From an optimization exercise on the open Yosys and OpenROAD flow, aimed at small area, a short achievable clock period and few clock cycles; shortcuts taken in it are not production practice. Where RTL was checked, it was by simulation tests only, not by an equivalence proof against the original.

==> v5 <==
// csd_vector_unit
module csd_vector_unit #(
    parameter int NUM_LANES   = DEF_NUM_LANES,
    parameter int DATA_WIDTH  = DEF_DATA_WIDTH,
    parameter int ACCUM_WIDTH = DEF_ACCUM_WIDTH,
    parameter int LEN_WIDTH   = DEF_LEN_WIDTH
) (
    input  logic                              clk,
    input  logic                              rst_n,
    input  logic                              cfg_valid,
    output logic                              cfg_ready,
    input  logic [LEN_WIDTH-1:0]              cfg_len,
    input  logic                              cfg_mode,
    input  logic [NUM_LANES-1:0]              cfg_break_mask,
    input  logic                              in_valid,
    output logic                              in_ready,
    input  logic [NUM_LANES*DATA_WIDTH-1:0]   in_act,
    input  logic [NUM_LANES*DATA_WIDTH-1:0]   in_wgt,
    input  logic [NUM_LANES-1:0]              in_nz_mask,
    output logic                              out_valid,
    input  logic                              out_ready,
    output logic [NUM_LANES*ACCUM_WIDTH-1:0]  out_data,
    output logic [NUM_LANES-1:0]              out_seg_mask,
    output logic                              busy
);
Settings: LEC_CHECK=0, CAP_MARGIN=20, CORE_MARGIN=2, CORE_UTILIZATION=45, SETUP_SLACK_MARGIN=4.0, SLEW_MARGIN=20; clock period 7.5 ns.
run.sh (not shown) runs the stock make flow with config.mk's settings and CLKGATE_MAP_FILE= SYNTH_SCRIPT=/design/flow/synth_recipe.tcl, a recipe that flattens the netlist after the stock synthesis.
==> v18: changes against v5 <==
--- a/flow/design.v
+++ b/flow/design.v
@@ -297,39 +297,72 @@
     always_ff @(posedge clk) begin
         if (adv) begin
             for (int i = 0; i < 8; i++)
                 r_a[i*8 +: 8] <= in_act[i*8 +: 8] & {8{beat_hs && in_nz_mask[i]}};
             r_w <= in_wgt;
         end
     end
-    logic [15:0] prod [8];
-    logic [15:0] p_d  [8];
+    logic signed [15:0] prod [8];
+    logic signed [15:0] p_d  [8];
     for (genvar g = 0; g < 8; g++) begin : g_mul
         csd_mul8 u_mul (
             .a(r_a[g*8 +: 8]),
             .b(r_w[g*8 +: 8]),
             .p(prod[g])
         );
     end
     always_ff @(posedge clk) begin
         if (adv)
             for (int i = 0; i < 8; i++)
                 p_d[i] <= prod[i];
     end
+    logic [6:0] rc;
+    assign rc = ~r_mask;
+    logic pm10, pm32, pm31, pm30, pm54, pm65, pm64, pm76, pm75, pm74;
+    always_ff @(posedge clk) begin
+        if (adv) begin
+            pm10 <= rc[0];
+            pm32 <= rc[2];
+            pm31 <= rc[2] & rc[1];
+            pm30 <= rc[2] & rc[1] & rc[0];
+            pm54 <= rc[4];
+            pm65 <= rc[5];
+            pm64 <= rc[5] & rc[4];
+            pm76 <= rc[6];
+            pm75 <= rc[6] & rc[5];
+            pm74 <= rc[6] & rc[5] & rc[4];
+        end
+    end
     logic [6:0] pc;
     assign pc = ~p_mask;
-    logic signed [16:0] s1, x23, x45, x67;
+    logic signed [16:0] s1, x45;
     logic signed [17:0] s3, y6, y7;
-    assign s1  = 17'($signed(p_d[1])) + (pc[0] ? 17'($signed(p_d[0])) : 17'sd0);
-    assign x23 = 17'($signed(p_d[3])) + (pc[2] ? 17'($signed(p_d[2])) : 17'sd0);
-    assign x45 = 17'($signed(p_d[5])) + (pc[4] ? 17'($signed(p_d[4])) : 17'sd0);
-    assign x67 = 17'($signed(p_d[7])) + (pc[6] ? 17'($signed(p_d[6])) : 17'sd0);
-    assign s3  = 18'(x23) + ((pc[1] & pc[2]) ? 18'(s1) : 18'sd0);
-    assign y6  = 18'($signed(p_d[6])) + (pc[5] ? 18'(x45) : 18'sd0);
-    assign y7  = 18'(x67) + ((pc[5] & pc[6]) ? 18'(x45) : 18'sd0);
+    assign s1  = 17'(p_d[1]) + (pm10 ? 17'(p_d[0]) : 17'sd0);
+    assign x45 = 17'(p_d[5]) + (pm54 ? 17'(p_d[4]) : 17'sd0);
+    logic [17:0] e30, e31, e32, e33, e44, e45, e46, e54, e55, e56, e57;
+    assign e33 = 18'(p_d[3]);
+    assign e32 = pm32 ? 18'(p_d[2]) : 18'd0;
+    assign e31 = pm31 ? 18'(p_d[1]) : 18'd0;
+    assign e30 = pm30 ? 18'(p_d[0]) : 18'd0;
+    assign e46 = 18'(p_d[6]);
+    assign e45 = pm65 ? 18'(p_d[5]) : 18'd0;
+    assign e44 = pm64 ? 18'(p_d[4]) : 18'd0;
+    assign e57 = 18'(p_d[7]);
+    assign e56 = pm76 ? 18'(p_d[6]) : 18'd0;
+    assign e55 = pm75 ? 18'(p_d[5]) : 18'd0;
+    assign e54 = pm74 ? 18'(p_d[4]) : 18'd0;
+    logic [17:0] a3s, a3c, b3s, b3c, a6s, a6c, a7s, a7c, b7s, b7c;
+    csd_csa #(.W(18)) u_c3a (.x(e33), .y(e32), .z(e31), .s(a3s), .c(a3c));
+    csd_csa #(.W(18)) u_c3b (.x(a3s), .y(a3c), .z(e30), .s(b3s), .c(b3c));
+    csd_csa #(.W(18)) u_c6  (.x(e46), .y(e45), .z(e44), .s(a6s), .c(a6c));
+    csd_csa #(.W(18)) u_c7a (.x(e57), .y(e56), .z(e55), .s(a7s), .c(a7c));
+    csd_csa #(.W(18)) u_c7b (.x(a7s), .y(a7c), .z(e54), .s(b7s), .c(b7c));
+    assign s3 = b3s + b3c;
+    assign y6 = a6s + a6c;
+    assign y7 = b7s + b7c;
     logic qld;
     assign qld = adv && p_v;
     logic signed [15:0] q0, q2, q4;
     logic signed [16:0] q1, q5;
     logic signed [17:0] q3, q6, q7;
     always_ff @(posedge clk) begin
         q0 <= qld ? p_d[0] : '0;
@@ -376,19 +409,19 @@
     assign t[1] = 18'sd0;
     assign t[2] = qt[2] ? 18'(q1) : 18'sd0;
     assign t[3] = 18'sd0;
     assign t[4] = qt[4] ? q3 : 18'sd0;
     assign t[5] = qt[5] ? q3 : 18'sd0;
     assign t[6] = qt[6] ? q3 : 18'sd0;
     assign t[7] = qt[7] ? q3 : 18'sd0;
-    logic [33:0] b [8];
+    logic signed [33:0] b [8];
     for (genvar g = 0; g < 8; g++) begin : g_acc
         localparam int W = (g == 0) ? 31 : (g == 1) ? 32 : (g < 4) ? 33 : 34;
         localparam bit THREE = (g == 2) || (g >= 4);
-        logic [W-1:0]  acc_q;
+        logic signed [W-1:0] acc_q;
         logic [18:0]   lo, lo_n;
         logic [W-20:0] hi, hi_n;
         logic          up, dn;
         assign lo = acc_q[18:0];
         assign hi = acc_q[W-1:19];
         if (THREE) begin : g_three
             logic [18:0] uo, to, cs, cc;
@@ -417,29 +450,48 @@
                 assign all1[k] = &hi[k-1:0];
                 assign all0[k] = ~|hi[k-1:0];
             end
         end
         assign hi_n = hi ^ (({(W-19){up}} & all1) | ({(W-19){dn}} & all0));
         always_ff @(posedge clk)
             acc_q <= zero[g] ? '0 : {hi_n, lo_n};
-        assign b[g] = 34'($signed(acc_q));
+        assign b[g] = 34'(acc_q);
     end
+    logic [2:0] njobs_n;
+    logic       busy_q;
+    assign njobs_n = njobs + 3'(cfg_hs) - 3'(out_hs);
     always_ff @(posedge clk or negedge rst_n) begin
         if (!rst_n) begin
             ov_q  <= 1'b0;
             njobs <= '0;
+            busy_q <= 1'b0;
         end else begin
             ov_q  <= (q_v && q_last) || (ov_q && !out_ready);
-            njobs <= njobs + 3'(cfg_hs) - 3'(out_hs);
+            njobs <= njobs_n;
+            busy_q <= (njobs_n != 3'd0);
         end
     end
     always_ff @(posedge clk) begin
         if (q_v && q_last)
             om_q <= q_mask;
     end
     assign out_valid    = ov_q;
-    assign busy         = (njobs != 3'd0);
+    assign busy         = busy_q;
     assign out_seg_mask = {1'b1, om_q};
     for (genvar g = 0; g < 8; g++) begin : g_out
-        assign out_data[g*48 +: 48] = 48'($signed(b[g]));
+        assign out_data[g*48 +: 48] = 48'(b[g]);
     end
 endmodule
+module csd_csa #(
+    parameter int W = 18
+) (
+    input  logic [W-1:0] x,
+    input  logic [W-1:0] y,
+    input  logic [W-1:0] z,
+    output logic [W-1:0] s,
+    output logic [W-1:0] c
+);
+    logic [W-1:0] m;
+    assign s = x ^ y ^ z;
+    assign m = (x & y) | (x & z) | (y & z);
+    assign c = {m[W-2:0], 1'b0};
+endmodule
==> flow/flow/run.sh (new file) <==
#!/bin/bash
# The standard layout (the standard.sh), with port buffers that are plain
# sky130_fd_sc_hd__buf_1 cells rather than the delay buffers buffer_ports
# picks by itself. Every input and output port still gets its buffer.
set -euo pipefail
echo 'export BUFFER_PORTS_ARGS = -buffer_cell sky130_fd_sc_hd__buf_1' >> config.mk
cp config.mk config_mk_used.log
bash standard.sh > standard.log 2>&1
==> flow/standard.sh (new file) <==
#!/bin/bash
# synth_recipe.tcl (not shown) runs the flow's synth.tcl, then flattens the netlist and writes it again
# the make line also repeats each setting of config.mk as NAME=value (left out here)
make -C /OpenROAD-flow-scripts/flow DESIGN_CONFIG=/design/flow/config.mk WORK_HOME=/design/flow/orfs CLKGATE_MAP_FILE= SYNTH_SCRIPT=/design/flow/synth_recipe.tcl "${@:-finish}"
Settings changed: BUFFER_PORTS_ARGS from default to -buffer_cell sky130_fd_sc_hd__buf_1, CORE_UTILIZATION 45 to 60, SETUP_SLACK_MARGIN 4.0 to 3.0, TNS_END_PERCENT from default to 5.
removed: flow/run.sh
==> v31: changes against v5 <==
--- a/flow/design.v
+++ b/flow/design.v
@@ -297,39 +297,72 @@
     always_ff @(posedge clk) begin
         if (adv) begin
             for (int i = 0; i < 8; i++)
                 r_a[i*8 +: 8] <= in_act[i*8 +: 8] & {8{beat_hs && in_nz_mask[i]}};
             r_w <= in_wgt;
         end
     end
-    logic [15:0] prod [8];
-    logic [15:0] p_d  [8];
+    logic signed [15:0] prod [8];
+    logic signed [15:0] p_d  [8];
     for (genvar g = 0; g < 8; g++) begin : g_mul
         csd_mul8 u_mul (
             .a(r_a[g*8 +: 8]),
             .b(r_w[g*8 +: 8]),
             .p(prod[g])
         );
     end
     always_ff @(posedge clk) begin
         if (adv)
             for (int i = 0; i < 8; i++)
                 p_d[i] <= prod[i];
     end
+    logic [6:0] rc;
+    assign rc = ~r_mask;
+    logic pm10, pm32, pm31, pm30, pm54, pm65, pm64, pm76, pm75, pm74;
+    always_ff @(posedge clk) begin
+        if (adv) begin
+            pm10 <= rc[0];
+            pm32 <= rc[2];
+            pm31 <= rc[2] & rc[1];
+            pm30 <= rc[2] & rc[1] & rc[0];
+            pm54 <= rc[4];
+            pm65 <= rc[5];
+            pm64 <= rc[5] & rc[4];
+            pm76 <= rc[6];
+            pm75 <= rc[6] & rc[5];
+            pm74 <= rc[6] & rc[5] & rc[4];
+        end
+    end
     logic [6:0] pc;
     assign pc = ~p_mask;
-    logic signed [16:0] s1, x23, x45, x67;
+    logic signed [16:0] s1, x45;
     logic signed [17:0] s3, y6, y7;
-    assign s1  = 17'($signed(p_d[1])) + (pc[0] ? 17'($signed(p_d[0])) : 17'sd0);
-    assign x23 = 17'($signed(p_d[3])) + (pc[2] ? 17'($signed(p_d[2])) : 17'sd0);
-    assign x45 = 17'($signed(p_d[5])) + (pc[4] ? 17'($signed(p_d[4])) : 17'sd0);
-    assign x67 = 17'($signed(p_d[7])) + (pc[6] ? 17'($signed(p_d[6])) : 17'sd0);
-    assign s3  = 18'(x23) + ((pc[1] & pc[2]) ? 18'(s1) : 18'sd0);
-    assign y6  = 18'($signed(p_d[6])) + (pc[5] ? 18'(x45) : 18'sd0);
-    assign y7  = 18'(x67) + ((pc[5] & pc[6]) ? 18'(x45) : 18'sd0);
+    assign s1  = 17'(p_d[1]) + (pm10 ? 17'(p_d[0]) : 17'sd0);
+    assign x45 = 17'(p_d[5]) + (pm54 ? 17'(p_d[4]) : 17'sd0);
+    logic [17:0] e30, e31, e32, e33, e44, e45, e46, e54, e55, e56, e57;
+    assign e33 = 18'(p_d[3]);
+    assign e32 = pm32 ? 18'(p_d[2]) : 18'd0;
+    assign e31 = pm31 ? 18'(p_d[1]) : 18'd0;
+    assign e30 = pm30 ? 18'(p_d[0]) : 18'd0;
+    assign e46 = 18'(p_d[6]);
+    assign e45 = pm65 ? 18'(p_d[5]) : 18'd0;
+    assign e44 = pm64 ? 18'(p_d[4]) : 18'd0;
+    assign e57 = 18'(p_d[7]);
+    assign e56 = pm76 ? 18'(p_d[6]) : 18'd0;
+    assign e55 = pm75 ? 18'(p_d[5]) : 18'd0;
+    assign e54 = pm74 ? 18'(p_d[4]) : 18'd0;
+    logic [17:0] a3s, a3c, b3s, b3c, a6s, a6c, a7s, a7c, b7s, b7c;
+    csd_csa #(.W(18)) u_c3a (.x(e33), .y(e32), .z(e31), .s(a3s), .c(a3c));
+    csd_csa #(.W(18)) u_c3b (.x(a3s), .y(a3c), .z(e30), .s(b3s), .c(b3c));
+    csd_csa #(.W(18)) u_c6  (.x(e46), .y(e45), .z(e44), .s(a6s), .c(a6c));
+    csd_csa #(.W(18)) u_c7a (.x(e57), .y(e56), .z(e55), .s(a7s), .c(a7c));
+    csd_csa #(.W(18)) u_c7b (.x(a7s), .y(a7c), .z(e54), .s(b7s), .c(b7c));
+    assign s3 = b3s + b3c;
+    assign y6 = a6s + a6c;
+    assign y7 = b7s + b7c;
     logic qld;
     assign qld = adv && p_v;
     logic signed [15:0] q0, q2, q4;
     logic signed [16:0] q1, q5;
     logic signed [17:0] q3, q6, q7;
     always_ff @(posedge clk) begin
         q0 <= qld ? p_d[0] : '0;
@@ -376,19 +409,19 @@
     assign t[1] = 18'sd0;
     assign t[2] = qt[2] ? 18'(q1) : 18'sd0;
     assign t[3] = 18'sd0;
     assign t[4] = qt[4] ? q3 : 18'sd0;
     assign t[5] = qt[5] ? q3 : 18'sd0;
     assign t[6] = qt[6] ? q3 : 18'sd0;
     assign t[7] = qt[7] ? q3 : 18'sd0;
-    logic [33:0] b [8];
+    logic signed [33:0] b [8];
     for (genvar g = 0; g < 8; g++) begin : g_acc
         localparam int W = (g == 0) ? 31 : (g == 1) ? 32 : (g < 4) ? 33 : 34;
         localparam bit THREE = (g == 2) || (g >= 4);
-        logic [W-1:0]  acc_q;
+        logic signed [W-1:0] acc_q;
         logic [18:0]   lo, lo_n;
         logic [W-20:0] hi, hi_n;
         logic          up, dn;
         assign lo = acc_q[18:0];
         assign hi = acc_q[W-1:19];
         if (THREE) begin : g_three
             logic [18:0] uo, to, cs, cc;
@@ -417,29 +450,48 @@
                 assign all1[k] = &hi[k-1:0];
                 assign all0[k] = ~|hi[k-1:0];
             end
         end
         assign hi_n = hi ^ (({(W-19){up}} & all1) | ({(W-19){dn}} & all0));
         always_ff @(posedge clk)
             acc_q <= zero[g] ? '0 : {hi_n, lo_n};
-        assign b[g] = 34'($signed(acc_q));
+        assign b[g] = 34'(acc_q);
     end
+    logic [2:0] njobs_n;
+    logic       busy_q;
+    assign njobs_n = njobs + 3'(cfg_hs) - 3'(out_hs);
     always_ff @(posedge clk or negedge rst_n) begin
         if (!rst_n) begin
             ov_q  <= 1'b0;
             njobs <= '0;
+            busy_q <= 1'b0;
         end else begin
             ov_q  <= (q_v && q_last) || (ov_q && !out_ready);
-            njobs <= njobs + 3'(cfg_hs) - 3'(out_hs);
+            njobs <= njobs_n;
+            busy_q <= (njobs_n != 3'd0);
         end
     end
     always_ff @(posedge clk) begin
         if (q_v && q_last)
             om_q <= q_mask;
     end
     assign out_valid    = ov_q;
-    assign busy         = (njobs != 3'd0);
+    assign busy         = busy_q;
     assign out_seg_mask = {1'b1, om_q};
     for (genvar g = 0; g < 8; g++) begin : g_out
-        assign out_data[g*48 +: 48] = 48'($signed(b[g]));
+        assign out_data[g*48 +: 48] = 48'(b[g]);
     end
 endmodule
+module csd_csa #(
+    parameter int W = 18
+) (
+    input  logic [W-1:0] x,
+    input  logic [W-1:0] y,
+    input  logic [W-1:0] z,
+    output logic [W-1:0] s,
+    output logic [W-1:0] c
+);
+    logic [W-1:0] m;
+    assign s = x ^ y ^ z;
+    assign m = (x & y) | (x & z) | (y & z);
+    assign c = {m[W-2:0], 1'b0};
+endmodule
==> flow/flow/run.sh (new file) <==
#!/bin/bash
# The standard layout (the standard.sh), with port buffers that are plain
# sky130_fd_sc_hd__buf_1 cells rather than the delay buffers buffer_ports
# picks by itself. Every input and output port still gets its buffer.
set -euo pipefail
echo 'export BUFFER_PORTS_ARGS = -buffer_cell sky130_fd_sc_hd__buf_1' >> config.mk
cp config.mk config_mk_used.log
bash standard.sh > standard.log 2>&1
==> flow/standard.sh (new file) <==
#!/bin/bash
# synth_recipe.tcl (not shown) runs the flow's synth.tcl, then flattens the netlist and writes it again
# the make line also repeats each setting of config.mk as NAME=value (left out here)
make -C /OpenROAD-flow-scripts/flow DESIGN_CONFIG=/design/flow/config.mk WORK_HOME=/design/flow/orfs CLKGATE_MAP_FILE= SYNTH_SCRIPT=/design/flow/synth_recipe.tcl "${@:-finish}"
Settings changed: BUFFER_PORTS_ARGS from default to -buffer_cell sky130_fd_sc_hd__buf_1, CORE_UTILIZATION 45 to 70, SETUP_SLACK_MARGIN 4.0 to 3.0, TNS_END_PERCENT from default to 5.
removed: flow/run.sh
==> results_dict.tcl <==
set metrics [dict create \
    status "timing/DRC/antenna clean" \
    synth_top_area_frac 0.176 \
    grt_util_met3 0.0554 \
    grt_pass1_vias 40900 \
    inv_count 968 \
    rr_startpoint "r_w[37]" \
    firstDrtPassIters 6 \
    cts_sinks 769 \
    nClkBuffers 126 \
]
The numbers above come from v18.

==> results_dict.tcl <==
set metrics [dict create \
    status "timing/DRC/antenna clean" \
    inv_count 968 \
    grt_pass1_vias 42100 \
    rr_startpoint "r_w[29]" \
    nClkBuffers 121 \
]
The numbers above come from v31.

==> results_dict.tcl <==
set metrics [dict create \
    rr_startpoint "r_w[13]" \
    status "timing/DRC/antenna clean" \
    synth_top_area_frac 0.175 \
    synthAdderAreaFrac 0.237 \
    firstDrtPassIters 5 \
    grt_util_met3 0.0437 \
    maxCapViolCount 0 \
    grt_pass1_vias 44700 \
]
The numbers above come from v5.

Testbench counts of v18, summed over its fixed seeds: cycles 31,142.
Testbench counts of v31, summed over its fixed seeds: cycles 31,142.
For v5, only the layout was checked, not whether the RTL still works.

==> what the ideal ports hide <==
How much do the figures lean on ideal ports? The routed layouts below were timed once more, with nothing changed but the port constraints. Step 1 sets driving cells, clkbuf_16 on the clock port and buf_2 on the other inputs (assumed; they add their load-dependent delay and slew). Step 2 times the ports against the registers' clock, not the clock port: input delays grow and output delays shrink by t, the midpoint of the rising clock arrivals with the driver on. Three values: ideal, step 1, step 2; two values: the first two.
| run | t (ns) | slack for setup (ns) | worst setup path at the end | pins driven straight from the clock port |
|---|---|---|---|---|
| v5 | 0.772 | 2.982 / 2.982 / 2.982 | register to register | 1 |
| v18 | 0.730 | 2.859 / 2.859 / 2.859 | register to register | 1 |
| v31 | 0.725 | 2.900 / 2.900 / 2.900 | register to register | 1 |
After both steps setup and hold are still met in every run listed.
